What follows belongs to an exercise in optimizing a design on an open flow for small area and few clock cycles per item; a production flow would make more cautious choices. Only simulation tests tie the RTL to the original design; equivalence was not proved. Power is estimated from default activity; no workload was simulated. The clock port is modelled as an ideal driver; clocking choices that lean on that would not hold on a real chip.

## alpha
## video_to_ram
module video_to_ram (
	input  logic        i_clk_100_bus,
	input  logic        i_rst,
	input  logic        i_pix_valid,
	input  logic        i_pix_eol,
	input  logic [9:0]  i_pix_line_num,
	input  logic [7:0]  i_pix_red,
	input  logic [7:0]  i_pix_green,
	input  logic [7:0]  i_pix_blue,
	input  logic [7:0]  i_pix_luma,
	input  logic        i_mem_ready,
	input  logic        i_credit_return,
	output logic        o_beat_valid,
	output logic        o_beat_first,
	output logic [31:0] o_beat_addr,
	output logic [31:0] o_beat_data,
	output logic        o_luma_valid,
	output logic        o_luma_first,
	output logic [7:0]  o_luma_luma,
	output logic [9:0]  o_luma_line_num
);
	localparam int unsigned SLOTS    = 128;
	localparam int unsigned PW       = 26;
	localparam int unsigned TAP_STEP = 8;
	localparam int unsigned DLY      = TAP_STEP - 1;
	localparam logic [6:0]  TAP0     = 7'd2;
	localparam logic [6:0]  RD_POS   = TAP0 + 7'd62;
	logic [PW-1:0] pix_in;
	assign pix_in = {i_pix_red[7:2], i_pix_green[7:2], i_pix_blue[7:2], i_pix_luma};
	logic [SLOTS-1:0][PW-1:0] ring;
	logic [DLY:1][PW-1:0]     dly;
	logic [DLY:1]             dly_pend;
	logic [6:0]               wpos_q;
	logic [6:0]               rpos_q;
	logic                     in_line_q;
	logic [1:0]               line_cnt_q;
	logic                     wbank_q;
	logic                     rbank_q;
  ...
Settings: LEC_CHECK=0, CAP_MARGIN=20, CORE_MARGIN=2, CORE_UTILIZATION=40, CTS_CLUSTER_DIAMETER=85, CTS_CLUSTER_SIZE=32, SLEW_MARGIN=20; clock period 10.0 ns.
run.sh (not shown) runs the stock make flow with config.mk's settings and CLKGATE_MAP_FILE= SYNTH_SCRIPT=/design/flow/synth_recipe.tcl, a recipe that flattens the netlist after the stock synthesis.
Testbench counts of alpha, summed over its fixed seeds: cycles 20,992, lines 320.
[inputs] beta vs alpha
- swapping 32 for 38 in CTS_CLUSTER_SIZE
- swapping 85 for 60 in CTS_CLUSTER_DIAMETER
- swapping 40 for 50 in CORE_UTILIZATION
==> flow/flow/run.sh (new file) <==
#!/bin/bash
# Standard layout, with plain buf_1 cells as the port buffers.
set -euo pipefail
export BUFFER_PORTS_ARGS="-buffer_cell sky130_fd_sc_hd__buf_1"
bash standard.sh > standard_make.log 2>&1
==> flow/standard.sh (new file) <==
#!/bin/bash
# synth_recipe.tcl (not shown) runs the flow's synth.tcl, then flattens the netlist and writes it again
# the make line also repeats each setting of config.mk as NAME=value (left out here)
make -C /OpenROAD-flow-scripts/flow DESIGN_CONFIG=/design/flow/config.mk WORK_HOME=/design/flow/orfs CLKGATE_MAP_FILE= SYNTH_SCRIPT=/design/flow/synth_recipe.tcl "${@:-finish}"
removed: flow/run.sh
Findings:
Diff alpha and beta: initial antenna violation count lower in beta
| fmax | lower: alpha |
In beta relative to alpha, die area had gone down by more than 10%.
Between beta and alpha, the final area figures differ only marginally.
beta vs alpha, combinational fraction of design power went down by 0.4 points.
--- input diff beta..gamma ---
- CTS_CLUSTER_SIZE now 34, was 38
- CORE_UTILIZATION now 40, was 50
- CTS_CLUSTER_DIAMETER now 90, was 60
--- outcome ---
- gamma finished every step from synthesis to the final layout, and the layout passed the timing, DRC and antenna checks.
- beta: no failed stages, no open violations at the end
- Compared to beta, the router laid down more metal wire for gamma.
- Comparing gamma and beta, die area is higher on gamma.
- Against beta, the final cell area of gamma is lower.

the reference run:
Starting RTL as in the previous note.
Settings: LEC_CHECK=0, CAP_MARGIN=20, CORE_MARGIN=2, CORE_UTILIZATION=40, CTS_BUF_LIST=sky130_fd_sc_hd__clkbuf_4 sky130_fd_sc_hd__clkbuf_8 sky130_fd_sc_hd__clkbuf_16, CTS_CLUSTER_DIAMETER=90, CTS_CLUSTER_SIZE=34, SLEW_MARGIN=20; clock period 10.0 ns.
Stock flow here: none of the scripts above is used.
The reference run | status: complete | timing, DRC, antenna: pass
Testbench counts of the reference run, summed over its fixed seeds: cycles 20,992, lines 320.
Edits applied to the flow inputs when going from the reference run to the trial run:
- CORE_UTILIZATION changed from 40 to 45
- CTS_BUF_LIST removed (was sky130_fd_sc_hd__clkbuf_4 sky130_fd_sc_hd__clkbuf_8 sky130_fd_sc_hd__clkbuf_16)
- CTS_CLUSTER_DIAMETER changed from 90 to 75
- The reference run: done, clean on timing, DRC and antenna
- The final layout from the trial run, which completed every stage, passed the timing, DRC and antenna checks at the end of the flow.
- Going from the reference run to the trial run, post-layout utilization of the core +5.5 points; routed wire length went down by 2800 um; logic gate share of total power held steady; detail-routed net length per standard cell went up by 0.16 um.
- The trial run ended with more area fraction of clock buffers and clock inverters than the reference run.
- The final period utilization number comes out lower for the trial run vs the reference run.
- Taking the reference run as the reference, in the trial run post-synthesis sequential element count about even, worst-case setup margin in the final layout went up by 79 ps.

== JK ==
Starting RTL as in the previous note.
==> flow/config.mk <==
export PLATFORM = sky130hd
export DESIGN_NAME = video_to_ram
export DESIGN_NICKNAME = video_to_ram
export VERILOG_FILES = /design/flow/design.v
export SDC_FILE = /design/flow/constraint.sdc
export NUM_CORES = 4
export LEC_CHECK = 0
export CAP_MARGIN = 20
export CORE_MARGIN = 2
export CORE_UTILIZATION = 40
export CTS_CLUSTER_DIAMETER = 90
export CTS_CLUSTER_SIZE = 34
export SLEW_MARGIN = 20
==> flow/constraint.sdc <==
create_clock -name core_clock -period 10.0 [get_ports {i_clk_100_bus}]
set_input_delay 2.0000 -clock core_clock [delete_from_list [all_inputs] [get_ports {i_clk_100_bus}]]
set_output_delay 2.0000 -clock core_clock [all_outputs]
set_load 0.01 [all_outputs]
standard.sh (not shown) runs the stock make flow with config.mk's settings and CLKGATE_MAP_FILE= SYNTH_SCRIPT=/design/flow/synth_recipe.tcl, a recipe that flattens the netlist after the stock synthesis.
==> flow/flow/run.sh <==
#!/bin/bash
# Standard layout, with plain buf_1 cells as the port buffers and buf_12 clock leaves.
set -euo pipefail
export BUFFER_PORTS_ARGS="-buffer_cell sky130_fd_sc_hd__buf_1"
export CTS_ARGS="-sink_clustering_enable -repair_clock_nets -sink_clustering_size 30 -sink_clustering_max_diameter 80 -buf_list sky130_fd_sc_hd__clkbuf_16 -sink_clustering_buffer sky130_fd_sc_hd__buf_12"
bash standard.sh > standard_make.log 2>&1
Having completed the whole flow, JK delivered a layout that passed the timing, DRC and antenna checks.
Testbench counts of JK, summed over its fixed seeds: cycles 20,992, lines 320.
What MS does differently from JK at the input level:
==> flow/run.sh (new file) <==
#!/bin/bash
# synth_recipe.tcl (not shown) runs the flow's synth.tcl, then flattens the netlist and writes it again
# the make line also repeats each setting of config.mk as NAME=value (left out here)
make -C /OpenROAD-flow-scripts/flow DESIGN_CONFIG=/design/flow/config.mk WORK_HOME=/design/flow/orfs CLKGATE_MAP_FILE= SYNTH_SCRIPT=/design/flow/synth_recipe.tcl finish
removed: flow/flow/run.sh
removed: flow/standard.sh
## What came out
[MS] via count fell 0.86% relative to JK. Of MS and JK, JK shows the lower design area, with MS above it. From JK to MS the numbers moved as follows: fraction of final layout cells with drive strength greater than 1 lost 0.66 points, met3 usage in global routing lost 0.55 points. On total wirelength of the detailed-routed design, MS and JK are neck and neck.

==> separate check: timing with driven ports <==
How much do the figures lean on ideal ports? The routed layouts below were timed once more, with nothing changed but the port constraints.
Step 1 (the two cells are an assumption about what drives the block):
set clk [get_ports {i_clk_100_bus}]
set_driving_cell -lib_cell sky130_fd_sc_hd__clkbuf_16 $clk
set_driving_cell -lib_cell sky130_fd_sc_hd__buf_2 [delete_from_list [all_inputs] $clk]
Step 2 moves the port delays by t, midway between the first and last clock arrival at a register: inputs arrive t later, outputs are due t later. That takes back most of the time a late clock gives input paths.
a / b / c = ideal / step 1 / step 2; a / b = the first two.
run | shift t [ns] | setup WS [ns] | worst setup path after step 2
alpha | 0.855 | 5.135 / 5.057 / 5.206 | input to register
beta | 0.854 | 5.734 / 5.659 / 5.786 | input to register
gamma | 0.859 | 5.559 / 5.476 / 5.524 | input to register
the reference run | 0.841 | 5.172 / 5.093 / 5.201 | input to register
the trial run | 0.865 | 5.251 / 5.174 / 5.453 | input to register
JK | 0.861 | 5.549 / 5.467 / 5.501 | input to register
MS | 0.843 | 5.161 / 5.082 / 5.205 | input to register
After both steps every run listed still meets setup and hold. The setup slack of JK, which loses most, moves by -0.082 ns with the drivers and by -0.048 ns with both steps.
